This design comes from an exercise in tuning for small area, a short achievable clock period and few clock cycles per item on the open sky130 flow, not from production work.
RTL that was checked went through simulation tests only; none was proved equivalent to the original.
The RTL of run 1 was laid out without a check of its function.

==> design.v <==
module rhc_final (
  input  logic [14:0] qs,
  input  logic [11:0] qh,
  input  logic [2:0]  k,
  input  logic [7:0]  mx,
  output logic [14:0] hue,
  output logic [14:0] sat,
  output logic [14:0] bri
);
  logic [27:0] pb;
  always_comb begin
    hue  = {7'(qh[11:8]) + 7'(k) * 7'd15, qh[7:0]};
    sat  = (mx != 8'd0) ? qs : 15'd0;
    pb   = 28'(mx) * 28'd822413;
    bri  = pb[27:13];
  end
endmodule
module rhc_div_cell (
  input  logic [7:0] r,
  input  logic       b,
  input  logic [7:0] den,
  output logic [7:0] r_n,
  output logic       q
);
  logic [9:0] t;
  always_comb begin
    t   = {1'b0, r, b} - {2'b00, den};
    q   = ~t[9];
    r_n = q ? t[7:0] : {r[6:0], b};
  end
endmodule
module rhc_div4_cell (
  input  logic [7:0] r,
  input  logic [1:0] b,
  input  logic [7:0] den,
  input  logic [9:0] den3,
  output logic [7:0] r_n,
  output logic [1:0] q
);
  logic [9:0]  r4;
  logic [10:0] t1, t2, t3;
  logic c1, c2, c3;
  always_comb begin
    r4 = {r, b};
    t1 = {1'b0, r4} - {3'b000, den};
    t2 = {1'b0, r4} - {2'b00, den, 1'b0};
    t3 = {1'b0, r4} - {1'b0, den3};
    c1 = ~t1[10];
    c2 = ~t2[10];
    c3 = ~t3[10];
    q  = {c2, c3 | (c1 & ~c2)};
    if (c3)      r_n = t3[7:0];
    else if (c2) r_n = t2[7:0];
    else if (c1) r_n = t1[7:0];
    else         r_n = r4[7:0];
  end
endmodule
module rhc_front (
  input  logic [7:0] r,
  input  logic [7:0] g,
  input  logic [7:0] b,
  output logic [7:0] d,
  output logic [7:0] dh,
  output logic [7:0] mx,
  output logic [7:0] np,
  output logic [2:0] k
);
  logic [8:0] drg, dgr, dgb, dbg, dbr, drb;
  logic ge_rg, ge_rb, ge_gb, eq;
  always_comb begin
    drg = {1'b0, r} - {1'b0, g};
    dgr = {1'b0, g} - {1'b0, r};
    dgb = {1'b0, g} - {1'b0, b};
    dbg = {1'b0, b} - {1'b0, g};
    dbr = {1'b0, b} - {1'b0, r};
    drb = {1'b0, r} - {1'b0, b};
    ge_rg = ~drg[8];
    ge_rb = ~drb[8];
    ge_gb = ~dgb[8];
    eq = (r == g) && (g == b);
    if (ge_rg && ge_rb) begin         
      mx = r;
      if (ge_gb) begin d = drb[7:0]; k = 3'd0; np = dgb[7:0]; end    
      else       begin d = drg[7:0]; k = 3'd5; np = drb[7:0]; end    
    end else if (ge_gb) begin         
      mx = g;
      if (!ge_rb) begin d = dgr[7:0]; k = 3'd2; np = dbr[7:0]; end   
      else        begin d = dgb[7:0]; k = 3'd1; np = dgr[7:0]; end   
    end else begin                    
      mx = b;
      if (ge_rg) begin d = dbg[7:0]; k = 3'd4; np = drg[7:0]; end    
      else       begin d = dbr[7:0]; k = 3'd3; np = dbg[7:0]; end    
    end
    dh = {d[7:1], d[0] | eq};
  end
endmodule
module rgb_to_hsv_converter_top (
  input  logic        clk,
  input  logic        rst,
  input  logic        in_valid,
  output logic        in_stall,
  input  logic [7:0]  red,
  input  logic [7:0]  green,
  input  logic [7:0]  blue,
  output logic        out_valid,
  input  logic        out_stall,
  output logic [14:0] hue,
  output logic [14:0] saturation,
  output logic [14:0] brightness
);
  wire adv = ~out_valid | ~out_stall;
  logic       skid_v;
  logic [7:0] sk_r, sk_g, sk_b;
  assign in_stall = skid_v;
  always_ff @(posedge clk) begin
    if (rst) skid_v <= 1'b0;
    else if (skid_v) skid_v <= ~adv;
    else skid_v <= ~adv & in_valid;
    if (!skid_v) begin sk_r <= red; sk_g <= green; sk_b <= blue; end
  end
  logic       v0;
  logic [7:0] r0, g0, b0;
  always_ff @(posedge clk) begin
    if (rst) v0 <= 1'b0;
    else if (adv) v0 <= skid_v | in_valid;
    if (adv) begin
      r0 <= skid_v ? sk_r : red;
      g0 <= skid_v ? sk_g : green;
      b0 <= skid_v ? sk_b : blue;
    end
  end
  wire [7:0] f1_d, f1_dh, f1_mx, f1_np; wire [2:0] f1_k;
  rhc_front f1 (.r(r0), .g(g0), .b(b0), .d(f1_d), .dh(f1_dh), .mx(f1_mx), .np(f1_np), .k(f1_k));
  logic v1;
  logic [7:0] p1_d;
  logic [0:0] p1_eq;
  logic [7:0] p1_mx;
  logic [7:0] p1_np;
  logic [2:0] p1_k;
  always_ff @(posedge clk) begin
    if (rst) v1 <= 1'b0;
    else if (adv) v1 <= v0;
    if (adv) begin
      p1_d <= f1_d;
      p1_eq <= f1_dh[0] ^ f1_d[0];
      p1_mx <= f1_mx;
      p1_np <= f1_np;
      p1_k <= f1_k;
    end
  end
  wire [14:0] f2_n = {p1_d, 6'd0} + {1'b0, p1_d, 5'd0} + {5'd0, p1_d, 2'd0};
  wire [9:0] f2_ts = {1'b0, p1_mx, 1'b0} + {2'b0, p1_mx};
  wire [7:0] f2_rs = f2_n[14:7]; wire [6:0] f2_bs = f2_n[6:0];
  wire [5:0] w3 = f2_bs[5:0];
  wire [7:0] st4_r; wire st4_q;
  rhc_div_cell st4 (.r(f2_rs), .b(f2_bs[6]), .den(p1_mx), .r_n(st4_r), .q(st4_q));
  wire [7:0] f5_dh = {p1_d[7:1], p1_d[0] | p1_eq};
  wire [11:0] f5_m = {p1_np, 4'd0} - {4'd0, p1_np};
  wire [9:0] f5_th = {1'b0, f5_dh, 1'b0} + {2'b0, f5_dh};
  wire [7:0] f5_rh = f5_m[11:4]; wire [3:0] f5_bh = f5_m[3:0];
  logic v2;
  logic [2:0] p2_k;
  logic [7:0] p2_rs;
  logic [5:0] p2_bs;
  logic [7:0] p2_Ds;
  logic [0:0] p2_qs;
  logic [7:0] p2_rh;
  logic [3:0] p2_bh;
  logic [7:0] p2_Dh;
  always_ff @(posedge clk) begin
    if (rst) v2 <= 1'b0;
    else if (adv) v2 <= v1;
    if (adv) begin
      p2_k <= p1_k;
      p2_rs <= st4_r;
      p2_bs <= w3;
      p2_Ds <= p1_mx;
      p2_qs <= st4_q;
      p2_rh <= f5_rh;
      p2_bh <= f5_bh;
      p2_Dh <= f5_dh;
    end
  end
  wire [4:0] w6 = p2_bs[4:0];
  wire [7:0] st7_r; wire st7_q;
  rhc_div_cell st7 (.r(p2_rs), .b(p2_bs[5]), .den(p2_Ds), .r_n(st7_r), .q(st7_q));
  wire [1:0] w8 = {p2_qs, st7_q};
  wire [3:0] w9 = w6[3:0];
  wire [7:0] st10_r; wire st10_q;
  rhc_div_cell st10 (.r(st7_r), .b(w6[4]), .den(p2_Ds), .r_n(st10_r), .q(st10_q));
  wire [2:0] w11 = {w8, st10_q};
  wire [2:0] w12 = p2_bh[2:0];
  wire [7:0] st13_r; wire st13_q;
  rhc_div_cell st13 (.r(p2_rh), .b(p2_bh[3]), .den(p2_Dh), .r_n(st13_r), .q(st13_q));
  wire [1:0] w14 = w12[1:0];
  wire [7:0] st15_r; wire st15_q;
  rhc_div_cell st15 (.r(st13_r), .b(w12[2]), .den(p2_Dh), .r_n(st15_r), .q(st15_q));
  wire [1:0] w16 = {st13_q, st15_q};
  logic v3;
  logic [2:0] p3_k;
  logic [7:0] p3_rs;
  logic [3:0] p3_bs;
  logic [7:0] p3_Ds;
  logic [2:0] p3_qs;
  logic [7:0] p3_rh;
  logic [1:0] p3_bh;
  logic [7:0] p3_Dh;
  logic [1:0] p3_qh;
  always_ff @(posedge clk) begin
    if (rst) v3 <= 1'b0;
    else if (adv) v3 <= v2;
    if (adv) begin
      p3_k <= p2_k;
      p3_rs <= st10_r;
      p3_bs <= w9;
      p3_Ds <= p2_Ds;
      p3_qs <= w11;
      p3_rh <= st15_r;
      p3_bh <= w14;
      p3_Dh <= p2_Dh;
      p3_qh <= w16;
    end
  end
  wire [2:0] w17 = p3_bs[2:0];
  wire [7:0] st18_r; wire st18_q;
  rhc_div_cell st18 (.r(p3_rs), .b(p3_bs[3]), .den(p3_Ds), .r_n(st18_r), .q(st18_q));
  wire [3:0] w19 = {p3_qs, st18_q};
  wire [1:0] w20 = w17[1:0];
  wire [7:0] st21_r; wire st21_q;
  rhc_div_cell st21 (.r(st18_r), .b(w17[2]), .den(p3_Ds), .r_n(st21_r), .q(st21_q));
  wire [4:0] w22 = {w19, st21_q};
  wire [0:0] w23 = p3_bh[0:0];
  wire [7:0] st24_r; wire st24_q;
  rhc_div_cell st24 (.r(p3_rh), .b(p3_bh[1]), .den(p3_Dh), .r_n(st24_r), .q(st24_q));
  wire [2:0] w25 = {p3_qh, st24_q};
  wire [7:0] st26_r; wire st26_q;
  rhc_div_cell st26 (.r(st24_r), .b(w23[0]), .den(p3_Dh), .r_n(st26_r), .q(st26_q));
  wire [3:0] w27 = {w25, st26_q};
  logic v4;
  logic [2:0] p4_k;
  logic [7:0] p4_rs;
  logic [1:0] p4_bs;
  logic [7:0] p4_Ds;
  logic [4:0] p4_qs;
  logic [7:0] p4_rh;
  logic [7:0] p4_Dh;
  logic [3:0] p4_qh;
  always_ff @(posedge clk) begin
    if (rst) v4 <= 1'b0;
    else if (adv) v4 <= v3;
    if (adv) begin
      p4_k <= p3_k;
      p4_rs <= st21_r;
      p4_bs <= w20;
      p4_Ds <= p3_Ds;
      p4_qs <= w22;
      p4_rh <= st26_r;
      p4_Dh <= p3_Dh;
      p4_qh <= w27;
    end
  end
  wire [0:0] w28 = p4_bs[0:0];
  wire [7:0] st29_r; wire st29_q;
  rhc_div_cell st29 (.r(p4_rs), .b(p4_bs[1]), .den(p4_Ds), .r_n(st29_r), .q(st29_q));
  wire [5:0] w30 = {p4_qs, st29_q};
  wire [7:0] st31_r; wire st31_q;
  rhc_div_cell st31 (.r(st29_r), .b(w28[0]), .den(p4_Ds), .r_n(st31_r), .q(st31_q));
  wire [6:0] w32 = {w30, st31_q};
  wire [7:0] st33_r; wire st33_q;
  rhc_div_cell st33 (.r(p4_rh), .b(1'b0), .den(p4_Dh), .r_n(st33_r), .q(st33_q));
  wire [4:0] w34 = {p4_qh, st33_q};
  wire [7:0] st35_r; wire st35_q;
  rhc_div_cell st35 (.r(st33_r), .b(1'b0), .den(p4_Dh), .r_n(st35_r), .q(st35_q));
  wire [5:0] w36 = {w34, st35_q};
  logic v5;
  logic [2:0] p5_k;
  logic [7:0] p5_rs;
  logic [7:0] p5_Ds;
  logic [6:0] p5_qs;
  logic [7:0] p5_rh;
  logic [7:0] p5_Dh;
  logic [5:0] p5_qh;
  always_ff @(posedge clk) begin
    if (rst) v5 <= 1'b0;
    else if (adv) v5 <= v4;
    if (adv) begin
      p5_k <= p4_k;
      p5_rs <= st31_r;
      p5_Ds <= p4_Ds;
      p5_qs <= w32;
      p5_rh <= st35_r;
      p5_Dh <= p4_Dh;
      p5_qh <= w36;
    end
  end
  wire [7:0] st37_r; wire st37_q;
  rhc_div_cell st37 (.r(p5_rs), .b(1'b0), .den(p5_Ds), .r_n(st37_r), .q(st37_q));
  wire [7:0] w38 = {p5_qs, st37_q};
  wire [7:0] st39_r; wire st39_q;
  rhc_div_cell st39 (.r(st37_r), .b(1'b0), .den(p5_Ds), .r_n(st39_r), .q(st39_q));
  wire [8:0] w40 = {w38, st39_q};
  wire [7:0] st41_r; wire st41_q;
  rhc_div_cell st41 (.r(p5_rh), .b(1'b0), .den(p5_Dh), .r_n(st41_r), .q(st41_q));
  wire [6:0] w42 = {p5_qh, st41_q};
  wire [7:0] st43_r; wire st43_q;
  rhc_div_cell st43 (.r(st41_r), .b(1'b0), .den(p5_Dh), .r_n(st43_r), .q(st43_q));
  wire [7:0] w44 = {w42, st43_q};
  logic v6;
  logic [2:0] p6_k;
  logic [7:0] p6_rs;
  logic [7:0] p6_Ds;
  logic [8:0] p6_qs;
  logic [7:0] p6_rh;
  logic [7:0] p6_Dh;
  logic [7:0] p6_qh;
  always_ff @(posedge clk) begin
    if (rst) v6 <= 1'b0;
    else if (adv) v6 <= v5;
    if (adv) begin
      p6_k <= p5_k;
      p6_rs <= st39_r;
      p6_Ds <= p5_Ds;
      p6_qs <= w40;
      p6_rh <= st43_r;
      p6_Dh <= p5_Dh;
      p6_qh <= w44;
    end
  end
  wire [7:0] st45_r; wire st45_q;
  rhc_div_cell st45 (.r(p6_rs), .b(1'b0), .den(p6_Ds), .r_n(st45_r), .q(st45_q));
  wire [9:0] w46 = {p6_qs, st45_q};
  wire [7:0] st47_r; wire st47_q;
  rhc_div_cell st47 (.r(st45_r), .b(1'b0), .den(p6_Ds), .r_n(st47_r), .q(st47_q));
  wire [10:0] w48 = {w46, st47_q};
  wire [7:0] st49_r; wire st49_q;
  rhc_div_cell st49 (.r(p6_rh), .b(1'b0), .den(p6_Dh), .r_n(st49_r), .q(st49_q));
  wire [8:0] w50 = {p6_qh, st49_q};
  wire [7:0] st51_r; wire st51_q;
  rhc_div_cell st51 (.r(st49_r), .b(1'b0), .den(p6_Dh), .r_n(st51_r), .q(st51_q));
  wire [9:0] w52 = {w50, st51_q};
  logic v7;
  logic [2:0] p7_k;
  logic [7:0] p7_rs;
  logic [7:0] p7_Ds;
  logic [10:0] p7_qs;
  logic [7:0] p7_rh;
  logic [7:0] p7_Dh;
  logic [9:0] p7_qh;
  always_ff @(posedge clk) begin
    if (rst) v7 <= 1'b0;
    else if (adv) v7 <= v6;
    if (adv) begin
      p7_k <= p6_k;
      p7_rs <= st47_r;
      p7_Ds <= p6_Ds;
      p7_qs <= w48;
      p7_rh <= st51_r;
      p7_Dh <= p6_Dh;
      p7_qh <= w52;
    end
  end
  wire [7:0] st53_r; wire st53_q;
  rhc_div_cell st53 (.r(p7_rs), .b(1'b0), .den(p7_Ds), .r_n(st53_r), .q(st53_q));
  wire [11:0] w54 = {p7_qs, st53_q};
  wire [7:0] st55_r; wire st55_q;
  rhc_div_cell st55 (.r(st53_r), .b(1'b0), .den(p7_Ds), .r_n(st55_r), .q(st55_q));
  wire [12:0] w56 = {w54, st55_q};
  wire [7:0] st57_r; wire st57_q;
  rhc_div_cell st57 (.r(p7_rh), .b(1'b0), .den(p7_Dh), .r_n(st57_r), .q(st57_q));
  wire [10:0] w58 = {p7_qh, st57_q};
  wire [7:0] st59_r; wire st59_q;
  rhc_div_cell st59 (.r(st57_r), .b(1'b0), .den(p7_Dh), .r_n(st59_r), .q(st59_q));
  wire [11:0] w60 = {w58, st59_q};
  logic v8;
  logic [2:0] p8_k;
  logic [7:0] p8_rs;
  logic [7:0] p8_Ds;
  logic [12:0] p8_qs;
  logic [11:0] p8_qh;
  always_ff @(posedge clk) begin
    if (rst) v8 <= 1'b0;
    else if (adv) v8 <= v7;
    if (adv) begin
      p8_k <= p7_k;
      p8_rs <= st55_r;
      p8_Ds <= p7_Ds;
      p8_qs <= w56;
      p8_qh <= w60;
    end
  end
  wire [7:0] st61_r; wire st61_q;
  rhc_div_cell st61 (.r(p8_rs), .b(1'b0), .den(p8_Ds), .r_n(st61_r), .q(st61_q));
  wire [13:0] w62 = {p8_qs, st61_q};
  wire [7:0] st63_r; wire st63_q;
  rhc_div_cell st63 (.r(st61_r), .b(1'b0), .den(p8_Ds), .r_n(st63_r), .q(st63_q));
  wire [14:0] w64 = {w62, st63_q};
  logic v9;
  logic [2:0] p9_k;
  logic [7:0] p9_Ds;
  logic [14:0] p9_qs;
  logic [11:0] p9_qh;
  always_ff @(posedge clk) begin
    if (rst) v9 <= 1'b0;
    else if (adv) v9 <= v8;
    if (adv) begin
      p9_k <= p8_k;
      p9_Ds <= p8_Ds;
      p9_qs <= w64;
      p9_qh <= p8_qh;
    end
  end
  wire [14:0] fin65_h, fin65_s, fin65_v;
  rhc_final fin65 (.qs(p9_qs), .qh(p9_qh), .k(p9_k), .mx(p9_Ds), .hue(fin65_h), .sat(fin65_s), .bri(fin65_v));
  always_ff @(posedge clk) begin
    if (rst) out_valid <= 1'b0;
    else if (adv) out_valid <= v9;
    if (adv) begin
      hue        <= fin65_h;
      saturation <= fin65_s;
      brightness <= fin65_v;
    end
  end
endmodule
==> flow/run.sh <==
#!/bin/bash
set -euo pipefail
bash standard.sh SETUP_SLACK_MARGIN=9.8 finish > make_finish.log 2>&1
==> standard.sh <==
#!/bin/bash
# synth_recipe.tcl (not shown) runs the flow's synth.tcl, then flattens the netlist and writes it again
# the make line also repeats each setting of config.mk as NAME=value (left out here)
make -C /OpenROAD-flow-scripts/flow DESIGN_CONFIG=/design/flow/config.mk WORK_HOME=/design/flow/orfs CLKGATE_MAP_FILE= SYNTH_SCRIPT=/design/flow/synth_recipe.tcl "${@:-finish}"
==> config.mk <==
export PLATFORM = sky130hd
export DESIGN_NAME = rgb_to_hsv_converter_top
export DESIGN_NICKNAME = rgb_to_hsv_converter_top
export VERILOG_FILES = /design/flow/design.v
export SDC_FILE = /design/flow/constraint.sdc
export NUM_CORES = 4
export LEC_CHECK = 0
export CAP_MARGIN = 20
export CORE_MARGIN = 2
export CORE_UTILIZATION = 40
export SLEW_MARGIN = 20
==> constraint.sdc <==
create_clock -name core_clock -period 14.0 [get_ports {clk}]
set_input_delay 2.8000 -clock core_clock [delete_from_list [all_inputs] [get_ports {clk}]]
set_output_delay 2.8000 -clock core_clock [all_outputs]
set_load 0.01 [all_outputs]
==> impl_metrics.csv, run 1 <==
group,metric,value,unit
status,run_status,"complete, no violations",
global_routing,grt_util_all_layers,17.0,%
critical_path,worstReg2RegStart,"p2_bh[3]",
floorplanning,top_level_ports,75,
sta,clock-skew-final,12.4,ps
synth,synth_adder_area_share,16.0,%
synth,synth.area.top_cells,"edfxtp_1, ha_1, mux2_2, a21oi_1, fa_1",
detailed_routing,vias_per_cell,5.42,
critical_path,largest_driver_fanout_on_the_critical_path,1,
critical_path,critPathCaptureType,"output pin",
sta,rsz_0062_raised_after_global_routing,"false",
synth,synth_xor_xnor_area_share,4.03,%
critical_path,timing.setup.critical_path_class,"flip-flop to output pin",
clock_network,worstSkewPairLatency,620,ps
critical_path,timing.critical_path.cells,"dlygate4sd2_1",
critical_path,path_depth,1,
flow_run,count_of_max_cap_constraint_violations,0,
detailed_routing,wl_per_cell,17.3,µm
layout,layout_cell_share_with_drive_strength_beyond_1,12.1,%
layout,antennaDiodeCount,0,
synth,synth.distinct_cells,80,
clock_network,hold_buffers,0,
synth,post-synth-top-area-fraction,43.3,%
placement,place_congestion,0.882,
clock_network,cts_inserted_buffers,59,
synth,synth_compound_gate_area_share,15.2,%
detailed_routing,dr.first_iter.drc_count,1329,
synth,synth.yosys.seq_area_share,45.6,%
synth,synth-edff-count,464,
hold_path,hp-class,"flip-flop to flip-flop",
synth,syn_nets,3248,
floorplanning,chipWidth,288,µm
sta,fin_tns_setup,0,ps
floorplanning,coreArea,79300,µm²
sta,number_of_hold_violations_in_the_final_report,0,
global_routing,number_of_global_route_vias_before_repair,23000,
synth,post_synth.cell_area_avg,11.3,µm²
sta,period_minus_slack,4110,ps
sta,max_slew.worst_pin.slew,1030,ps
floorplanning,die_h,288,µm
sta,finalCritPeriodShare,29.4,%
placement,portBuffers,74,
clock_network,htree_num_levels,2,
sta,timing.max_slew.rel_slack,31.4,%
synth,synth.area.mux_share,6.25,%
detailed_routing,via_count,22000,
placement,hpwl_dp,51900,µm
hold_path,min_to,"p6_qs[8]",
clock_network,clock_tree.root_cell,"clkbuf_16",
synth,async_reset_ff_share,0,%
layout,layout_common_cells,"edfxtp_1, ha_1, inv_1",
floorplanning,placement_rows,103,
critical_path,cp.arrival,1310,ps
clock_network,cts_tree,"built",
critical_path,crit_family,"flip-flops",
detailed_routing,detail_route.first_pass.iterations,5,
floorplanning,initial_core_util,40.6,%
global_routing,grt_first_pass_wirelength,116000,µm
critical_path,critPathSlowestCell,"edfxtp_1",
critical_path,crit-reg2reg-capture,"p3_rh[3]",
clock_network,max-clock-path-buffers,3,
layout,fill_cells,7222,
synth,netlist_instances,2837,
detailed_routing,route.detailed.drc,0,
clock_network,cts_sinks,500,
detailed_routing,antenna_violating_nets_post_route,0,
synth,synthDominantAreaCellType,"edfxtp_1",
global_routing,grt_max_degree,85,
critical_path,critPathRequiredTime,11200,ps
layout,layout_commonest_cell,"edfxtp_1",
global_routing,grt_remaining_overflow,0,
sta,max_clock_freq,243,MHz
synth,synth_area,32200,µm²
layout,area_delta_synth_final,13.9,%
global_routing,antenna_found_initial,0,
critical_path,critPathMaxStageDelay,380,ps
hold_path,min-delay-start,"p5_qs[6]",
critical_path,cp-start-kind,"flip-flop",
synth,simple_gate_fraction_of_synth_area,9.44,%
layout,finalNetCount,3376,
layout,final_util,46.2,%
synth,synth_ff_type,"edfxtp_1",
synth,yosys_register_bits,500,
critical_path,critical_path_buf_inv_count,1,
sta,maxSlewViolCount,0,
synth,combinational_family_with_the_most_area_after_synthesis,"adder cells",
critical_path,rr_worst_depth,15,
sta,holdWs,407,ps
clock_network,clk_pin_slew,60,ps
detailed_routing,route.final.wire_length,70300,µm
synth,yosys_warnings,4,
sta,report.final.setup_viol,0,
critical_path,reg2reg_setup_slack,9930,ps
hold_path,holdPathStages,0,
floorplanning,die_area,82700,µm²
worst max path at each step:
| stage | start | end | slack (ps) |
|---|---|---|---|
| 2_1_floorplan | out_stall | b0[0] | 9400 |
| 3_3_place_gp | out_stall | p2_rs[2] | 8000 |
| 3_5_place_dp | out_stall | p2_rs[2] | 7910 |
| 4_1_cts | p1_d[0] | p2_rs[5] | 9810 |
| 5_1_grt | p1_d[1] | p2_rs[5] | 9780 |
| 6_report | brightness[7] | brightness[7] | 9890 |
logic make-up after synthesis:
group                      after synthesis
and+or+nand+nor                        607
AOI/OAI and AO/OA                      728
adders and majority gates              383
buffers and inverters                  290
xor gates and xnor gates               148
DFF                                    500
muxes                                  181
layout make-up:
type | instances | area, µm² | share of cell area, %
multi-input cells | 2047 | 16600 | 45.3
flip-flops and latches | 500 | 14700 | 40.0
clock buffers | 70 | 1580 | 4.31
well taps | 1050 | 1310 | 3.59
repair buffers | 111 | 1130 | 3.08
inverters | 245 | 936 | 2.55
clock inverters | 39 | 405 | 1.11
repair inverters | 1 | 8.76 | 0.0239
state kept, by name, indices dropped and copies added (netlist names), 9 cells and up:
signal and count:
p9_qh 12, p9_qs 15, hue 15, p8_qh 12
p7_qh 10, p6_qs 9, p8_qs 13, p7_qs 11
brightness 15, saturation 15
synth_stat cells (all sizes together), types with 13 or more instances:
library cell  number
a211o             22
a211oi            43
a21o              73
a21oi            200
a31oi             29
and2              32
buf               17
clkbuf            28
dfxtp             36
edfxtp           464
fa                48
ha               335
inv              245
mux2             159
mux2i             22
nand2            125
nand2b            19
nand3             40
nand4             15
nor2             183
nor2b             56
nor3              64
o211ai            20
o21a              58
o21ai            132
o21bai            28
o221ai            13
o31a              23
xnor2            103
xor2              45
stage by stage:
step / instance area [µm²] / worst slack, ps / std cells
floorplan: 32200 / 9400 / 2837
global placement: 34100 / 8000 / 3926
detailed placement: 34100 / 7910 / 3926
CTS: 36300 / 9810 / 4047
global route: 36600 / 9780 / 4063
finish: 36600 / 9890 / 4063
routing by layer:
metal | vias up | share of wire (%) | global-route usage [%]
li1 | 10800 | - | -
met1 | 10600 | 43 | 20.2
met2 | 417 | 51 | 31.0
met3 | 144 | 3.2 | 2.15
met4 | 0 | 3.5 | 6.74
met5 | - | 0 | 0
repair_timing:
action	in CTS	in global routing
resized for setup	69	54
setup buffers	8	15
pin swaps	4	7
endpoints found under the setup margin	389	239
cloned	4	1
==> run 2: changes to the inputs <==
--- a/design.v
+++ b/design.v
@@ -66,30 +66,28 @@
   output logic [2:0] k
 );
-  logic [8:0] drg, dgr, dgb, dbg, dbr, drb;
   logic ge_rg, ge_rb, ge_gb, eq;
+  logic [7:0] mn, md, na, nb;
   always_comb begin
-    drg = {1'b0, r} - {1'b0, g};
-    dgr = {1'b0, g} - {1'b0, r};
-    dgb = {1'b0, g} - {1'b0, b};
-    dbg = {1'b0, b} - {1'b0, g};
-    dbr = {1'b0, b} - {1'b0, r};
-    drb = {1'b0, r} - {1'b0, b};
-    ge_rg = ~drg[8];
-    ge_rb = ~drb[8];
-    ge_gb = ~dgb[8];
+    ge_rg = r >= g;
+    ge_rb = r >= b;
+    ge_gb = g >= b;
     eq = (r == g) && (g == b);
     if (ge_rg && ge_rb) begin         
       mx = r;
-      if (ge_gb) begin d = drb[7:0]; k = 3'd0; np = dgb[7:0]; end    
-      else       begin d = drg[7:0]; k = 3'd5; np = drb[7:0]; end    
+      if (ge_gb) begin md = g; mn = b; k = 3'd0; end
+      else       begin md = b; mn = g; k = 3'd5; end
     end else if (ge_gb) begin         
       mx = g;
-      if (!ge_rb) begin d = dgr[7:0]; k = 3'd2; np = dbr[7:0]; end   
-      else        begin d = dgb[7:0]; k = 3'd1; np = dgr[7:0]; end   
+      if (!ge_rb) begin md = b; mn = r; k = 3'd2; end
+      else        begin md = r; mn = b; k = 3'd1; end
     end else begin                    
       mx = b;
-      if (ge_rg) begin d = dbg[7:0]; k = 3'd4; np = drg[7:0]; end    
-      else       begin d = dbr[7:0]; k = 3'd3; np = dbg[7:0]; end    
+      if (ge_rg) begin md = r; mn = g; k = 3'd4; end
+      else       begin md = g; mn = r; k = 3'd3; end
     end
+    d  = mx - mn;
+    na = k[0] ? mx : md;
+    nb = k[0] ? md : mn;
+    np = na - nb;
     dh = {d[7:1], d[0] | eq};
   end
==> run 2 against run 1 <==
  * Non-clock buffer count is 39 higher
  * First-iteration DRC count is 34% lower
  * Setup slack worse by 1.6 ps
  * Critical path depth is 4 higher
  * Routed wire length is 19% lower
  * Die area is 7.3% lower
  * Synthesized area is 7.4% lower
  * Cell area is 5.0% lower
  * Via count is 13% lower
  * Largest cell class is now sequential cells
==> impl_metrics.csv, run 2 <==
group,metric,value,unit
sta,timing.max_slew.rel_slack,49.0,%
synth,synth_xor_xnor_area_share,4.82,%
synth,synth_adder_area_share,16.6,%
synth,synth_ff_type,"edfxtp_1",
synth,post-synth-top-area-fraction,46.8,%
global_routing,number_of_global_route_vias_before_repair,20000,
synth,synth.area.top_cells,"edfxtp_1, ha_1, mux2_2, a21oi_1, inv_1",
sta,clock-skew-final,30.5,ps
clock_network,max-clock-path-buffers,3,
synth,post_synth_most_frequent_cells,"edfxtp_1, ha_1, inv_1",
global_routing,antenna_found_initial,0,
synth,post_synth.cell_area_avg,11.6,µm²
clock_network,cts_tree,"built",
layout,layout_common_cells,"edfxtp_1, ha_1, inv_1",
synth,synth.yosys.seq_area_share,49.2,%
synth,yosys_register_bits,500,
global_routing,grt_max_degree,88,
floorplanning,initial_core_util,40.2,%
detailed_routing,dr.first_iter.drc_count,872,
sta,fin_tns_setup,0,ps
sta,final_critical_path_setup_slack,9890,ps
detailed_routing,top_routing_layer_used,"met4",
floorplanning,chipWidth,277,µm
placement,post-place-cells,3577,
clock_network,worstSkewPairLatency,610,ps
sta,number_of_hold_violations_in_the_final_report,0,
critical_path,timing.setup.critical_path_class,"primary input to flip-flop",
detailed_routing,vias_per_cell,5.12,
detailed_routing,route.detailed.drc,0,
layout,fill_cells,6600,
global_routing,grt_first_pass_wirelength,95100,µm
layout,layout_commonest_cell,"edfxtp_1",
synth,syn_nets,2957,
global_routing,grt_remaining_overflow,0,
status,run_status,"complete, no violations",
sta,finalCritPeriodShare,29.4,%
critical_path,cp-start-kind,"primary input",
flow_run,count_of_max_cap_constraint_violations,0,
placement,place_congestion,0.853,
placement,placement.setup.worst_slack,7730,ps
global_routing,grt_util_all_layers,14.8,%
synth,combinational_family_with_the_most_area_after_synthesis,"adder cells",
floorplanning,placement_rows,100,
synth,post-synth-top-count-cell,"edfxtp_1",
critical_path,largest_driver_fanout_on_the_critical_path,87,
floorplanning,die_h,277,µm
critical_path,timing.critical_path.cells,"clkdlybuf4s50_1 -> and2_4 -> inv_16 -> buf_16 -> clkbuf_16",
clock_network,hold_buffers,0,
sta,period_minus_slack,4110,ps
clock_network,cts_inserted_buffers,56,
critical_path,critPathCaptureType,"flip-flop",
synth,synth.distinct_cells,62,
sta,rsz_0062_raised_after_global_routing,"true",
detailed_routing,met3_wirelength,1720,µm
detailed_routing,detail_route.first_pass.iterations,5,
clock_network,cts_sinks,500,
critical_path,critPathSlowestCell,"clkdlybuf4s50_1",
clock_network,clk_pin_slew,60,ps
synth,synth.area.mux_share,5.57,%
detailed_routing,antenna_violating_nets_post_route,0,
sta,report.final.setup_viol,0,
synth,synth_compound_gate_area_share,11.9,%
floorplanning,coreArea,74100,µm²
layout,layout_cell_share_with_drive_strength_beyond_1,15.3,%
synth,simple_gate_fraction_of_synth_area,7.98,%
clock_network,htree_num_levels,2,
synth,netlist_instances,2560,
hold_path,hp-class,"flip-flop to flip-flop",
placement,hpwl_dp,40600,µm
synth,yosys_warnings,4,
floorplanning,top_level_ports,75,
floorplanning,die_area,76700,µm²
clock_network,clock_tree.root_cell,"clkbuf_16",
sta,maxSlewViolCount,0,
sta,max_slew.worst_pin.slew,763,ps
layout,finalNetCount,3131,
detailed_routing,met1_length,23900,µm
critical_path,critPathMaxStageDelay,400,ps
detailed_routing,met2WireLength,29800,µm
placement,portBuffers,74,
synth,synth_area,29800,µm²
detailed_routing,route.final.wire_length,57200,µm
synth,synth-edff-count,464,
synth,synthDominantAreaCellType,"edfxtp_1",
detailed_routing,wl_per_cell,15.3,µm
detailed_routing,via_count,19200,
critical_path,critPathRequiredTime,14300,ps
synth,async_reset_ff_share,0,%
layout,antennaDiodeCount,0,
layout,finalNonFillerCells,3750,
layout,area_delta_synth_final,16.9,%
critical_path,cp.arrival,4420,ps
sta,max_clock_freq,243,MHz
run 2: layer usage:
| metal | vias to the layer above | global-route usage, % |
|---|---|---|
| li1 | 9601 | - |
| met1 | 9210 | 17.0 |
| met2 | 261 | 27.5 |
| met3 | 114 | 2.17 |
| met4 | 0 | 5.57 |
| met5 | - | 0 |
run 2: cells by family after synthesis:
kind of cell / after synthesis
xor gates and xnor gates: 164
DFF: 500
AOI/OAI and AO/OA: 572
and+or+nand+nor: 498
adders and majority gates: 369
buffers and inverters: 308
muxes: 149
run 2: final cells by class:
| type | instances | area [µm²] | area share, % |
|---|---|---|---|
| well taps | 969 | 1210 | 3.48 |
| inverters | 273 | 1040 | 2.99 |
| repair inverters | 1 | 8.76 | 0.0252 |
| repair buffers | 150 | 1410 | 4.04 |
| clock inverters | 38 | 424 | 1.22 |
| flip-flops and latches | 500 | 14700 | 42.1 |
| multi-input cells | 1752 | 14600 | 41.9 |
| clock buffers | 67 | 1460 | 4.20 |
run 2: per-stage QoR:
| stage | instance area, µm² | util [%] | hold slack, ps |
|---|---|---|---|
| detailed placement | 31700 | 42.8 | 405 |
| global route | 34800 | 47.0 | 418 |
| global placement | 31700 | 42.8 | 400 |
| floorplan | 29800 | - | 400 |
| CTS | 34000 | 46.0 | 417 |
| finish | 34800 | 47.0 | 417 |
run 2: worst paths after layout:
path,startpoint,to,slack (ps),cells after the start
setup / recovery,out_stall,brightness[3],9890,5
hold / removal,p8_qh[8],p9_qh[8],420,0
setup reg to reg,p9_Ds[4],brightness[11],9950,17
hold reg to reg,p8_qh[8],p9_qh[8],420,0
run 2: repair_timing:
item / CTS / global route
gates resized for setup: 138 / 109
gates cloned: 2 / 1
setup buffers: 22 / 43
pin swaps: 11 / 19
endpoints found under the setup margin: 468 / 305
run 2: worst max-delay path: cells and delay by family:
family,cells,cell delay (ps)
buffers and inverters,4,1260
and+or+nand+nor,1,220
Testbench counts of run 2, summed over its fixed seeds: cycles 12,066, items 12,000.
==> run 3: changes to the inputs <==
--- a/config.mk
+++ b/config.mk
@@ -6,4 +6,5 @@
 export NUM_CORES = 4
 export LEC_CHECK = 0
+export ABC_AREA = 1
 export CAP_MARGIN = 20
 export CORE_MARGIN = 2
==> run 3 against run 2 <==
  * Still clean on timing, DRC and antenna
  * Clock-buffer cell count is 2 higher
  * First-iteration DRC count is 16% higher
  * Worst hold slack got worse by 15 ps
  * Sequential cell count is the same
  * Fmax about the same
  * Critical endpoint is now saturation[13]
  * Highest routed layer unchanged
==> impl_metrics.csv, run 3 <==
group,metric,value,unit
layout,layout_cell_share_with_drive_strength_beyond_1,9.18,%
detailed_routing,vias_per_cell,4.90,
detailed_routing,detail_route.first_pass.iterations,6,
synth,async_reset_ff_share,0,%
clock_network,max-clock-path-buffers,3,
synth,synth.area.top_cells,"edfxtp_1, ha_1, nand2_1, inv_1, a21oi_1",
layout,layout_common_cells,"nand2_1, edfxtp_1, inv_1",
sta,fin_tns_setup,0,ps
synth,synth_area,30600,µm²
critical_path,critPathCaptureType,"output pin",
floorplanning,initial_core_util,40.4,%
detailed_routing,route.final.wire_length,58500,µm
floorplanning,placement_rows,101,
floorplanning,top_level_ports,75,
floorplanning,die_area,78800,µm²
sta,finalCritPeriodShare,29.4,%
detailed_routing,met2WireLength,29100,µm
global_routing,grt_util_all_layers,15.1,%
flow_run,count_of_max_cap_constraint_violations,0,
floorplanning,die_h,281,µm
status,run_status,"complete, no violations",
detailed_routing,met3_wirelength,1880,µm
floorplanning,chipWidth,281,µm
critical_path,reg2reg_setup_slack,10080,ps
detailed_routing,antenna_violating_nets_post_route,0,
clock_network,worstSkewPairLatency,610,ps
global_routing,grt_first_pass_wirelength,97400,µm
synth,synth.yosys.seq_area_share,47.8,%
synth,netlist_instances,3035,
layout,finalNetCount,3544,
sta,final_critical_path_setup_slack,9890,ps
critical_path,cp.arrival,1310,ps
floorplanning,coreArea,75800,µm²
sta,max_slew.worst_pin.slew,796,ps
layout,layout_commonest_cell,"nand2_1",
sta,max_clock_freq,243,MHz
global_routing,antenna_found_initial,0,
critical_path,cp-start-kind,"flip-flop",
critical_path,critPathSlowestCell,"edfxtp_1",
detailed_routing,top_routing_layer_used,"met4",
clock_network,htree_num_levels,2,
critical_path,crit-reg2reg-capture,"p2_rs[6]",
critical_path,rr_worst_depth,19,
critical_path,critPathMaxStageDelay,400,ps
sta,clock-skew-final,20.5,ps
clock_network,clock_tree.root_cell,"clkbuf_16",
placement,placement.setup.worst_slack,7770,ps
placement,portBuffers,74,
clock_network,cts_sinks,500,
detailed_routing,dr.first_iter.drc_count,1010,
critical_path,crit_family,"flip-flops",
synth,post_synth.cell_area_avg,10.1,µm²
sta,rsz_0062_raised_after_global_routing,"false",
sta,period_minus_slack,4110,ps
synth,post-synth-top-count-cell,"nand2_1",
layout,finalNonFillerCells,4169,
synth,synth.distinct_cells,56,
critical_path,critical_path.startpoint,"saturation[13]",
synth,synth-edff-count,464,
hold_path,hp-class,"flip-flop to flip-flop",
detailed_routing,met1_length,26200,µm
placement,hpwl_dp,42900,µm
critical_path,worstReg2RegStart,"p1_d[0]",
critical_path,timing.setup.critical_path_class,"flip-flop to output pin",
global_routing,grt_max_degree,78,
detailed_routing,wl_per_cell,14.0,µm
global_routing,grt_remaining_overflow,0,
placement,post-place-cells,4050,
critical_path,largest_driver_fanout_on_the_critical_path,1,
synth,synth_ff_type,"edfxtp_1",
clock_network,hold_buffers,0,
clock_network,cts_inserted_buffers,57,
placement,place_congestion,0.833,
global_routing,number_of_global_route_vias_before_repair,20000,
synth,post_synth_most_frequent_cells,"nand2_1, edfxtp_1, inv_1",
synth,yosys_warnings,4,
sta,number_of_hold_violations_in_the_final_report,0,
critical_path,critPathRequiredTime,11200,ps
sta,timing.max_slew.rel_slack,46.9,%
layout,area_delta_synth_final,13.1,%
critical_path,timing.critical_path.cells,"dlygate4sd2_1",
synth,synthDominantAreaCellType,"edfxtp_1",
synth,yosys_register_bits,500,
sta,report.final.setup_viol,0,
sta,maxSlewViolCount,0,
critical_path,path_depth,1,
critical_path,critical_path.endpoint,"saturation[13]",
detailed_routing,via_count,20400,
clock_network,clk_pin_slew,60,ps
layout,antennaDiodeCount,0,
clock_network,cts_tree,"built",
synth,post-synth-top-area-fraction,45.5,%
synth,syn_nets,3432,
critical_path,critical_path_buf_inv_count,1,
detailed_routing,route.detailed.drc,0,
-- run 3: cell count changes after synthesis, moves of 44 or more --
cell / before / now
a21o_1: 56 / 6
inv_1: 273 / 359
mux2_2: 133 / 26
nand2_1: 122 / 617
nand3_1: 9 / 100
nor2_1: 179 / 130
nor2b_1: 44 / 0
o21a_1: 49 / 5
o21ai_1: 2 / 87
-- run 3: repair_timing --
item                                    in CTS  in global routing
pin swaps                                    1                  4
gates cloned                                 3                  6
resized for setup                           74                 18
hold endpoints to repair                     0                  0
buffers inserted                             3                  4
endpoints found under the setup margin     419                188
-- run 3: layout make-up --
| class | instances | area (µm²) |
|---|---|---|
| fill | 7096 | 41200 |
| sequential | 500 | 14700 |
| multi-input combinational | 2095 | 14300 |
| clock buffer | 69 | 1580 |
| inverter | 403 | 1520 |
| tap | 978 | 1220 |
| timing repair buffer | 90 | 958 |
| clock inverter | 34 | 417 |
-- run 3: logic make-up after synthesis --
kind of cell / after synthesis / share of synthesized area, %
AND/OR/NAND/NOR: 980 / 14.1
AO/OA/AOI/OAI: 539 / 9.90
flip-flops: 500 / 47.8
buffers and inverters: 446 / 6.01
adder cells (fa/ha/maj): 369 / 16.2
XOR/XNOR: 175 / 5.00
multiplexers: 26 / 0.956
-- run 3: how the worst min path moves through the flow --
stage          startpoint       end  slack (ps)  cells after the start
3_5_place_dp     p9_qh[0]    hue[0]         400                      0
3_3_place_gp     p8_qh[0]  p9_qh[0]         400                      0
6_report         p9_qh[7]    hue[7]         400                      0
4_1_cts          p9_qh[7]    hue[7]         400                      0
2_1_floorplan    p9_qh[0]    hue[0]         400                      0
5_1_grt          p9_qh[6]    hue[6]         410                      0
-- run 3: through the flow --
step	hold slack [ps]	area (µm²)	util [%]
4_1_cts	400	34400	45.4
2_1_floorplan	400	30700	-
6_report	401	34600	45.7
3_3_place_gp	401	32300	42.6
5_1_grt	412	34600	45.7
3_5_place_dp	405	32300	42.6
-- run 3: worst register-to-register path, delay by kind of cell, from the launching register on --
| kind | cells | cell delay, ps |
|---|---|---|
| xor gates and xnor gates | 1 | 260 |
| buffers and inverters | 3 | 260 |
| AOI/OAI and AO/OA | 3 | 470 |
| adders and majority gates | 4 | 1500 |
| DFF | 1 | 430 |
| and+or+nand+nor | 8 | 790 |
-- run 3: routing by layer --
metal,GRT usage [%],up-vias
li1,-,10600
met1,18.7,9455
met2,27.3,275
met3,2.14,83
met4,4.20,0
met5,0,-
==> run 4: changes to the inputs <==
==> flow/run.sh (replaced) <==
#!/bin/bash
set -euo pipefail
bash standard.sh SETUP_SLACK_MARGIN=10.3 finish > make_finish.log 2>&1
--- a/config.mk
+++ b/config.mk
@@ -6,5 +6,4 @@
 export NUM_CORES = 4
 export LEC_CHECK = 0
-export ABC_AREA = 1
 export CAP_MARGIN = 20
 export CORE_MARGIN = 2
==> run 4 against run 3 <==
  * Synthesized area down 2.8%
  * Worst hold slack gained 2.2 ps
  * Die area fell by 2.7%
  * Core utilization grew 6.0 points
  * Fmax grew 2.2%
  * Critical path depth rose by 14
  * Global-route usage grew 1.2 points
  * Synthesized cell count decreased by 16%
  * Highest routed layer unchanged
  * Cell area grew 11%
  * Sequential cell count unchanged
==> impl_metrics.csv, run 4 <==
group,metric,value,unit
placement,post-place-cells,3576,
clock_network,htree_num_levels,2,
layout,area_delta_synth_final,28.7,%
detailed_routing,vias_per_cell,5.15,
sta,maxSlewViolCount,0,
clock_network,cts_tree,"built",
detailed_routing,dr.first_iter.drc_count,935,
detailed_routing,detail_route.first_pass.iterations,5,
critical_path,critPathMaxStageDelay,590,ps
floorplanning,initial_core_util,40.2,%
detailed_routing,wl_per_cell,16.2,µm
detailed_routing,route.final.wire_length,64800,µm
sta,rsz_0062_raised_after_global_routing,"true",
synth,post_synth.cell_area_avg,11.6,µm²
critical_path,critPathRequiredTime,14370,ps
placement,place_congestion,0.828,
flow_run,count_of_max_cap_constraint_violations,0,
global_routing,antenna_found_initial,0,
synth,post_synth_most_frequent_cells,"edfxtp_1, ha_1, inv_1",
sta,max_clock_freq,248,MHz
placement,portBuffers,74,
detailed_routing,antenna_violating_nets_post_route,0,
floorplanning,coreArea,74100,µm²
synth,synth_area,29800,µm²
synth,post-synth-top-area-fraction,46.8,%
sta,timing.max_slew.rel_slack,51.1,%
synth,synth_ff_type,"edfxtp_1",
layout,layout_commonest_cell,"edfxtp_1",
global_routing,number_of_global_route_vias_before_repair,21200,
synth,synth.yosys.seq_area_share,49.2,%
critical_path,critical_path_buf_inv_count,4,
detailed_routing,via_count,20600,
synth,synthDominantAreaCellType,"edfxtp_1",
sta,number_of_hold_violations_in_the_final_report,0,
critical_path,timing.setup.critical_path_class,"flip-flop to flip-flop",
global_routing,grt_remaining_overflow,0,
synth,syn_nets,2957,
clock_network,worstSkewPairLatency,610,ps
synth,async_reset_ff_share,0,%
detailed_routing,route.detailed.drc,0,
hold_path,hp-class,"flip-flop to flip-flop",
synth,yosys_warnings,4,
global_routing,grt_first_pass_wirelength,103000,µm
sta,report.final.setup_viol,0,
critical_path,critPathCaptureType,"flip-flop",
clock_network,max-clock-path-buffers,3,
clock_network,hold_buffers,0,
floorplanning,top_level_ports,75,
critical_path,largest_driver_fanout_on_the_critical_path,5,
critical_path,critPathSlowestCell,"fa_2",
global_routing,grt_util_all_layers,16.3,%
global_routing,grt_max_degree,104,
critical_path,crit_family,"adder cells",
critical_path,timing.critical_path.cells,"inv_2 -> ha_4 -> fa_2 -> fa_2 -> ha_4 -> ha_4 -> a211o_1 -> nor4_4 -> o31ai_4 -> nor4_4 -> buf_4 -> buf_6 -> o31ai_4 -> buf_4 -> xor2_1",
synth,synth.distinct_cells,62,
layout,antennaDiodeCount,0,
layout,layout_common_cells,"edfxtp_1, ha_1, buf_4",
synth,netlist_instances,2560,
placement,hpwl_dp,40700,µm
status,run_status,"complete, no violations",
sta,max_slew.worst_pin.slew,731,ps
clock_network,cts_inserted_buffers,57,
critical_path,rr_worst_depth,15,
floorplanning,placement_rows,100,
critical_path,worstReg2RegStart,"p9_Ds[7]",
layout,finalNonFillerCells,3994,
critical_path,crit-reg2reg-capture,"brightness[13]",
layout,final_util,51.7,%
critical_path,cp-start-kind,"flip-flop",
critical_path,critical_path.startpoint,"p9_Ds[7]",
placement,placed_instance_area,32000,µm²
clock_network,cts_sinks,500,
floorplanning,chipWidth,277,µm
layout,finalNetCount,3375,
clock_network,clock_tree.root_cell,"clkbuf_16",
sta,clock-skew-final,19.6,ps
floorplanning,die_h,277,µm
floorplanning,die_area,76700,µm²
critical_path,critical_path.endpoint,"brightness[13]",
layout,fill_cells,6342,
synth,synth-edff-count,464,
sta,period_minus_slack,4030,ps
synth,synth.area.top_cells,"edfxtp_1, ha_1, mux2_2, a21oi_1, inv_1",
critical_path,path_depth,15,
clock_network,clk_pin_slew,60,ps
layout,layout_cell_share_with_drive_strength_beyond_1,30.8,%
sta,finalCritPeriodShare,28.8,%
layout,finish.instance_area,38300,µm²
critical_path,cp.arrival,4400,ps
sta,fin_tns_setup,0,ps
critical_path,crit_path_frequent_cell,"ha_4",
critical_path,reg2reg_setup_slack,9970,ps
synth,yosys_register_bits,500,
synth,post-synth-top-count-cell,"edfxtp_1",
==> run 4: changes by cell type after synthesis, sizes merged, moves of 27 or more <==
cell	delta
nor2b	+44
buf	-27
o21a	+44
nand3	-93
xor2	-30
o21ai	-116
nand2	-526
inv	-129
nor2	+33
a21o	+50
nand2b	+33
mux2	+107
==> run 4: worst min-delay path by stage <==
stage / from / to / slack (ps) / depth (start not counted)
after floorplan: p9_qh[0] / hue[0] / 400 / 0
after global placement: p8_qh[4] / p9_qh[4] / 400 / 0
after detailed placement: p3_k[0] / p4_k[0] / 400 / 0
after CTS: p6_qh[5] / p7_qh[7] / 400 / 0
after global routing: p6_qh[5] / p7_qh[7] / 400 / 0
final: p6_qh[5] / p7_qh[7] / 400 / 0
==> run 4: cell families after synthesis <==
group	Yosys count	share of synthesized area, %
XOR/XNOR	164	4.82
buffers and inverters	308	3.90
flip-flops	500	49.2
adder cells (fa/ha/maj)	369	16.6
AND/OR/NAND/NOR	498	7.98
AO/OA/AOI/OAI	572	11.9
multiplexers	149	5.57
==> run 4: metal layers <==
layer,part of all wire (%),global-route usage (%),vias to the layer above
li1,-,-,10100
met1,40,18.3,9982
met2,53,31.0,330
met3,3.1,2.11,149
met4,3.7,6.10,0
met5,0,0,-
==> run 4: layout make-up <==
| cell class | instances | area (µm²) | area share (%) |
|---|---|---|---|
| Timing Repair Buffer | 388 | 3350 | 8.75 |
| Sequential cell | 500 | 14700 | 38.3 |
| Inverter | 273 | 1040 | 2.72 |
| Tap cell | 969 | 1210 | 3.16 |
| Clock buffer | 71 | 1560 | 4.08 |
| Multi-Input combinational cell | 1753 | 16100 | 41.9 |
| Timing Repair inverter | 5 | 75.1 | 0.196 |
| Clock inverter | 35 | 343 | 0.895 |
==> run 4: timing repair <==
| action | in CTS | in global routing |
|---|---|---|
| gates cloned | 14 | 3 |
| endpoints found under the setup margin | 658 | 416 |
| buffers inserted | 190 | 105 |
| resized for setup | 431 | 238 |
| pin swaps | 111 | 157 |
==> run 4: stage by stage <==
| stage | setup slack, ps | hold WS (ps) |
|---|---|---|
| 3_3_place_gp | 7700 | 401 |
| 2_1_floorplan | 9400 | 400 |
| 4_1_cts | 9980 | 397 |
| 3_5_place_dp | 7630 | 405 |
| 5_1_grt | 9890 | 404 |
| 6_report | 9970 | 404 |
==> run 5: changes to the inputs <==
==> flow/run.sh (replaced) <==
#!/bin/bash
set -euo pipefail
bash standard.sh SETUP_SLACK_MARGIN=9.5 finish > make_finish.log 2>&1
==> run 5 against run 4 <==
  * Still clean
  * Clock-buffer cell count shrank 4
  * Clock skew grew 13 ps
  * Final cell count shrank 7.5%
  * Sequential cell count is the same
  * Global-route usage shrank 1.9 points
  * Die area is the same
  * Core utilization shrank 6.0 points
  * Via count shrank 8.6%
  * Critical path type is now primary input to flip-flop
==> impl_metrics.csv, run 5 <==
group,metric,value,unit
status,run_status,"complete, no violations",
placement,place_congestion,0.859,
placement,post-place-cells,3577,
synth,synth.area.mux_share,5.57,%
global_routing,antenna_found_initial,0,
sta,fin_tns_setup,0,ps
floorplanning,initial_core_util,40.2,%
synth,synth-edff-count,464,
sta,max_slew.worst_pin.slew,795,ps
global_routing,grt_max_degree,92,
clock_network,cts_sinks,500,
synth,simple_gate_fraction_of_synth_area,7.98,%
placement,portBuffers,74,
critical_path,cp-start-kind,"primary input",
layout,finalNetCount,3077,
synth,async_reset_ff_share,0,%
layout,fill_cells,6660,
layout,area_delta_synth_final,13.9,%
clock_network,cts_inserted_buffers,56,
floorplanning,top_level_ports,75,
synth,post_synth_most_frequent_cells,"edfxtp_1, ha_1, inv_1",
critical_path,critPathCaptureType,"flip-flop",
critical_path,largest_driver_fanout_on_the_critical_path,80,
critical_path,timing.setup.critical_path_class,"primary input to flip-flop",
clock_network,cts_tree,"built",
sta,period_minus_slack,4360,ps
synth,post-synth-top-count-cell,"edfxtp_1",
global_routing,top_usage_layer,"met2",
detailed_routing,wl_per_cell,14.9,µm
sta,clock-skew-final,32.4,ps
synth,synth_ff_type,"edfxtp_1",
critical_path,cp.arrival,4630,ps
clock_network,hold_buffers,0,
synth,synth.distinct_cells,62,
hold_path,hp-class,"flip-flop to flip-flop",
layout,layout_common_cells,"edfxtp_1, ha_1, inv_1",
sta,holdWs,415,ps
detailed_routing,antenna_violating_nets_post_route,0,
global_routing,grt_remaining_overflow,0,
floorplanning,die_h,277,µm
sta,number_of_hold_violations_in_the_final_report,0,
synth,syn_nets,2957,
clock_network,max-clock-path-buffers,3,
synth,post_synth.cell_area_avg,11.6,µm²
placement,hpwl_dp,40400,µm
layout,finalNonFillerCells,3695,
clock_network,htree_num_levels,2,
clock_network,clk_pin_slew,60,ps
global_routing,grt_first_pass_wirelength,93000,µm
detailed_routing,route.final.wire_length,55000,µm
synth,yosys_register_bits,500,
synth,post-synth-top-area-fraction,46.8,%
clock_network,clock_tree.root_cell,"clkbuf_16",
synth,combinational_family_with_the_most_area_after_synthesis,"adder cells",
synth,yosys_warnings,4,
detailed_routing,vias_per_cell,5.09,
synth,synth_area,29800,µm²
layout,layout.area.seq,14700,µm²
detailed_routing,route.detailed.drc,0,
layout,layout_cell_share_with_drive_strength_beyond_1,11.5,%
sta,max_clock_freq,230,MHz
sta,report.final.setup_viol,0,
sta,timing.max_slew.rel_slack,47.0,%
critical_path,critPathRequiredTime,14280,ps
global_routing,global_route.usage.met2,27.3,%
global_routing,fraction_of_met3_tracks_used_by_global_routing,1.92,%
synth,synth_adder_area_share,16.6,%
sta,maxSlewViolCount,0,
layout,area_occupied_by_multi_input_gates,14200,µm²
critical_path,rr_worst_depth,15,
synth,synthDominantAreaCellType,"edfxtp_1",
sta,rsz_0062_raised_after_global_routing,"false",
floorplanning,die_area,76700,µm²
hold_path,holdPathStages,0,
detailed_routing,dr.first_iter.drc_count,870,
synth,synth.area.top_cells,"edfxtp_1, ha_1, mux2_2, a21oi_1, inv_1",
synth,netlist_instances,2560,
clock_network,worstSkewPairLatency,620,ps
global_routing,grt_util_all_layers,14.4,%
layout,layout_commonest_cell,"edfxtp_1",
flow_run,count_of_max_cap_constraint_violations,0,
synth,synth.yosys.seq_area_share,49.2,%
global_routing,number_of_global_route_vias_before_repair,19600,
floorplanning,chipWidth,277,µm
synth,synth_xor_xnor_area_share,4.82,%
detailed_routing,detail_route.first_pass.iterations,5,
global_routing,use_met1,16.4,%
floorplanning,placement_rows,100,
detailed_routing,via_count,18800,
synth,synth_compound_gate_area_share,11.9,%
floorplanning,coreArea,74100,µm²
layout,antennaDiodeCount,0,
sta,finalCritPeriodShare,31.1,%
-- run 5: cell types whose count changed in the layout (fill, tap and decap cells not counted), sizes merged --
cell | before | now
clkbuf | 72 | 67
clkdlybuf4s50 | 27 | 74
nand2 | 123 | 122
bufinv | 5 | 4
clkinv | 27 | 21
clkinvlp | 3 | 7
inv | 278 | 279
bufbuf | 7 | 0
buf | 353 | 22
-- run 5: cells by family (layout without fill, tap and decap cells) --
| logic type | count (synthesis) | in the layout |
|---|---|---|
| flip-flops | 500 | 500 |
| buffers and inverters | 308 | 474 |
| multiplexers | 149 | 149 |
| adder cells (fa/ha/maj) | 369 | 369 |
| AND/OR/NAND/NOR | 498 | 498 |
| AO/OA/AOI/OAI | 572 | 572 |
| XOR/XNOR | 164 | 164 |
-- run 5: metal layers --
layer  vias up  routed length, µm
met1      8946              23300
met2       243              28800
met5         -                  0
met3       107               1420
li1       9506                  -
met4         0               1550
-- run 5: stage by stage --
step	cell area (µm²)	utilization, %	setup slack [ps]
6_report	33900	45.8	9640
5_1_grt	33900	45.8	9470
4_1_cts	33700	45.5	9500
3_5_place_dp	31700	42.8	7810
3_3_place_gp	31700	42.8	7900
2_1_floorplan	29800	-	9400
-- run 5: final timing paths --
check / from / to / slack (ps)
setup / recovery: out_stall / brightness[4] / 9640
hold / removal: p4_k[2] / p5_k[2] / 410
setup reg to reg: p9_Ds[4] / brightness[11] / 9690
hold reg to reg: p4_k[2] / p5_k[2] / 410
-- run 5: worst max-delay path, cell delays in order --
cell and delay, ps:
clkdlybuf4s50_1 410, and2_4 230, inv_16 230, buf_12 410
buf_12 400
-- run 5: area by class of cell --
class                           count  area share [%]
Sequential cell                   500            43.2
Multi-Input combinational cell   1752            41.9
Clock buffer                       67            4.34
Tap cell                          969            3.58
Inverter                          273            3.07
Timing Repair Buffer               96            2.85
Clock inverter                     37            1.02
Timing Repair inverter              1          0.0258
-- run 5: what timing repair did --
action,4_1_cts,5_1_grt
pin swaps,2,7
setup buffers,4,9
gates resized for setup,38,56
endpoints found under the setup margin,409,181
cloned,1,0
==> run 6: changes to the inputs <==
==> flow/run.sh (replaced) <==
#!/bin/bash
set -euo pipefail
bash standard.sh SETUP_SLACK_MARGIN=9.8 \
  "BUFFER_PORTS_ARGS=-buffer_cell sky130_fd_sc_hd__buf_2" \
  "CTS_ARGS=-sink_clustering_enable -repair_clock_nets -dont_use_dummy_load -buf_list sky130_fd_sc_hd__clkbuf_8 -sink_clustering_size 20" \
  finish > make_finish.log 2>&1
==> run 6 against run 5 <==
  * Sequential cell count stayed put
  * Setup slack better by 170 ps
  * Synthesized area stayed put
  * Still clean
  * Critical endpoint is now brightness[12]
  * Die area stayed put
==> impl_metrics.csv, run 6 <==
group,metric,value,unit
status,run_status,"complete, no violations",
sta,finalCritPeriodShare,29.9,%
synth,synthDominantAreaCellType,"edfxtp_1",
sta,holdWs,375,ps
synth,synth-edff-count,464,
synth,netlist_instances,2560,
clock_network,clock_tree.root_cell,"clkbuf_8",
synth,synth.area.top_cells,"edfxtp_1, ha_1, mux2_2, a21oi_1, inv_1",
placement,place_congestion,0.840,
global_routing,grt_max_degree,93,
placement,hpwl_dp,40300,µm
floorplanning,coreArea,74100,µm²
synth,post_synth.cell_area_avg,11.6,µm²
synth,syn_nets,2957,
floorplanning,chipWidth,277,µm
critical_path,critPathSlowestCell,"fa_1",
clock_network,worstSkewPairLatency,660,ps
critical_path,largest_driver_fanout_on_the_critical_path,4,
synth,synth.area.mux_share,5.57,%
synth,synth.yosys.seq_area_share,49.2,%
critical_path,critPathCaptureType,"flip-flop",
critical_path,timing.critical_path.cells,"buf_6 -> ha_4 -> ha_4 -> fa_1 -> ha_4 -> ha_4 -> nand4_1 -> nor4_4 -> nor4_2 -> o31ai_2 -> buf_4 -> nor4_4 -> buf_4 -> o41ai_4 -> o31ai_2 -> xnor2_1",
hold_path,holdPathStages,0,
floorplanning,top_level_ports,75,
sta,max_clock_freq,239,MHz
critical_path,cp.arrival,4580,ps
clock_network,cts_inserted_buffers,88,
sta,number_of_hold_violations_in_the_final_report,0,
critical_path,rr_worst_depth,16,
hold_path,min_to,"p4_k[0]",
critical_path,cp-start-kind,"flip-flop",
detailed_routing,antenna_violating_nets_post_route,0,
sta,max_slew.worst_pin.slew,942,ps
synth,simple_gate_fraction_of_synth_area,7.98,%
critical_path,crit_path_frequent_cell,"ha_4",
placement,portBuffers,74,
global_routing,grt_util_all_layers,14.5,%
critical_path,crit-reg2reg-capture,"brightness[12]",
critical_path,crit_family,"adder cells",
critical_path,critPathRequiredTime,14390,ps
clock_network,htree_num_levels,3,
detailed_routing,wl_per_cell,14.9,µm
global_routing,grt_first_pass_wirelength,93000,µm
sta,rsz_0062_raised_after_global_routing,"true",
synth,synth_adder_area_share,16.6,%
layout,area_delta_synth_final,13.6,%
flow_run,count_of_max_cap_constraint_violations,0,
synth,post_synth_most_frequent_cells,"edfxtp_1, ha_1, inv_1",
global_routing,grt_remaining_overflow,0,
floorplanning,die_h,277,µm
detailed_routing,via_count,19100,
synth,synth_area,29800,µm²
global_routing,antenna_found_initial,1,
hold_path,min-delay-start,"p3_k[0]",
synth,synth_compound_gate_area_share,11.9,%
critical_path,path_depth,16,
sta,period_minus_slack,4190,ps
layout,layout_cell_share_with_drive_strength_beyond_1,18.6,%
detailed_routing,vias_per_cell,5.11,
critical_path,worstReg2RegStart,"p9_Ds[7]",
placement,post-place-cells,3577,
detailed_routing,route.final.wire_length,55900,µm
synth,post-synth-top-count-cell,"edfxtp_1",
critical_path,timing.setup.critical_path_class,"flip-flop to flip-flop",
detailed_routing,route.detailed.drc,0,
detailed_routing,dr.first_iter.drc_count,895,
synth,post-synth-top-area-fraction,46.8,%
synth,combinational_family_with_the_most_area_after_synthesis,"adder cells",
sta,fin_tns_setup,0,ps
synth,async_reset_ff_share,0,%
floorplanning,die_area,76700,µm²
global_routing,number_of_global_route_vias_before_repair,19900,
layout,finalNetCount,3169,
clock_network,hold_buffers,0,
floorplanning,initial_core_util,40.2,%
sta,timing.max_slew.rel_slack,37.2,%
sta,report.final.setup_viol,0,
synth,yosys_warnings,4,
synth,yosys_register_bits,500,
detailed_routing,detail_route.first_pass.iterations,5,
clock_network,clk_pin_slew,60,ps
clock_network,cts_tree,"built",
hold_path,hp-class,"flip-flop to flip-flop",
sta,clock-skew-final,57.8,ps
synth,synth_xor_xnor_area_share,4.82,%
layout,layout_common_cells,"edfxtp_1, ha_1, inv_1",
clock_network,cts_sinks,500,
floorplanning,placement_rows,100,
clock_network,max-clock-path-buffers,3,
synth,synth_ff_type,"edfxtp_1",
critical_path,reg2reg_setup_slack,9810,ps
layout,layout_commonest_cell,"edfxtp_1",
critical_path,critPathMaxStageDelay,530,ps
synth,synth.distinct_cells,62,
sta,maxSlewViolCount,0,
layout,finalNonFillerCells,3740,
critical_path,critical_path_buf_inv_count,3,
[run 6: cell counts after synthesis]
No cell type changed its count.
[run 6: cell type report]
| cell class | count | area [µm²] |
|---|---|---|
| Fill cell | 6698 | 40200 |
| Clock buffer | 88 | 1210 |
| Sequential cell | 500 | 14700 |
| Antenna cell | 1 | 2.50 |
| Timing Repair Buffer | 155 | 1040 |
| Tap cell | 969 | 1210 |
| Timing Repair inverter | 1 | 8.76 |
| Inverter | 273 | 1040 |
| Multi-Input combinational cell | 1753 | 14700 |
[run 6: how the worst max path moves through the flow]
stage              start        endpoint  slack (ps)
3_3_place_gp   out_stall   brightness[1]        8340
5_1_grt         p9_Ds[7]  brightness[12]        9640
6_report        p9_Ds[7]  brightness[12]        9810
3_5_place_dp   out_stall          hue[1]        8280
4_1_cts         p9_Ds[3]  brightness[14]        9770
2_1_floorplan  out_stall           b0[0]        9400
[run 6: logic make-up (layout without fill, tap and decap cells)]
kind of cell / after synthesis / count (layout)
other cells: 0 / 1
mux: 149 / 149
simple gates: 498 / 499
xor+xnor: 164 / 164
compound gates: 572 / 572
flops: 500 / 500
buf+inv: 308 / 517
fa+ha+maj: 369 / 369
[run 6: per-layer routing]
metal | vias up | track usage, % | wire, µm
li1 | 9598 | - | -
met1 | 9112 | 15.8 | 23000
met2 | 287 | 27.6 | 29400
met3 | 119 | 2.45 | 1680
met4 | 0 | 5.71 | 1780
met5 | - | 0 | 0
[run 6: metrics by stage]
step	setup slack (ps)	util (%)	cell area, µm²
2_1_floorplan	9400	-	29800
3_3_place_gp	8340	42.3	31300
3_5_place_dp	8280	42.3	31300
4_1_cts	9770	44.5	33000
5_1_grt	9640	45.7	33800
6_report	9810	45.7	33800
[run 6: worst register-to-register path, cell delays in order, from the launching register on]
cell,delay [ps]
edfxtp_1,440
buf_6,160
ha_4,240
ha_4,230
fa_1,530
ha_4,220
ha_4,260
nand4_1,140
nor4_4,310
nor4_2,80
o31ai_2,240
buf_4,160
nor4_4,30
buf_4,160
o41ai_4,460
o31ai_2,140
xnor2_1,130
[run 6: timing repair]
item,in CTS,in global routing
gates resized for setup,82,113
pin swaps,11,42
gates cloned,1,1
setup buffers,24,48
setup endpoints to repair,409,113

==> afterwards: timing with drivers on the ports <==
Ports are ideal in the flow. The routed layouts listed here were re-timed in OpenROAD. Step 1, drivers: a clkbuf_16 drives clk and a buf_2 each remaining input, both assumed. Step 2 moves the port delays by t, midway between the first and last clock arrival at a register: inputs arrive t later, outputs are due t later. That takes back most of the time a late clock gives input paths. a / b / c = ideal / step 1 / step 2; a / b = the first two.
| run | t (ns) | slack for setup (ns) | slew at the worst register clock pin (ns) |
|---|---|---|---|
| run 1 | 0.673 | 9.890 / 9.831 / 9.267 | 0.06 / 0.06 |
| run 2 | 0.657 | 9.888 / 9.860 / 9.268 | 0.06 / 0.06 |
| run 3 | 0.661 | 9.886 / 9.825 / 9.286 | 0.06 / 0.06 |
| run 4 | 0.665 | 9.974 / 9.964 / 9.688 | 0.06 / 0.06 |
| run 5 | 0.659 | 9.645 / 9.653 / 9.020 | 0.07 / 0.07 |
| run 6 | 0.684 | 9.810 / 9.810 / 9.247 | 0.06 / 0.06 |
After both steps setup and hold are still met in every run listed. For run 5, which loses most, drivers alone change the setup slack by +0.008 ns; drivers and shift together by -0.625 ns.
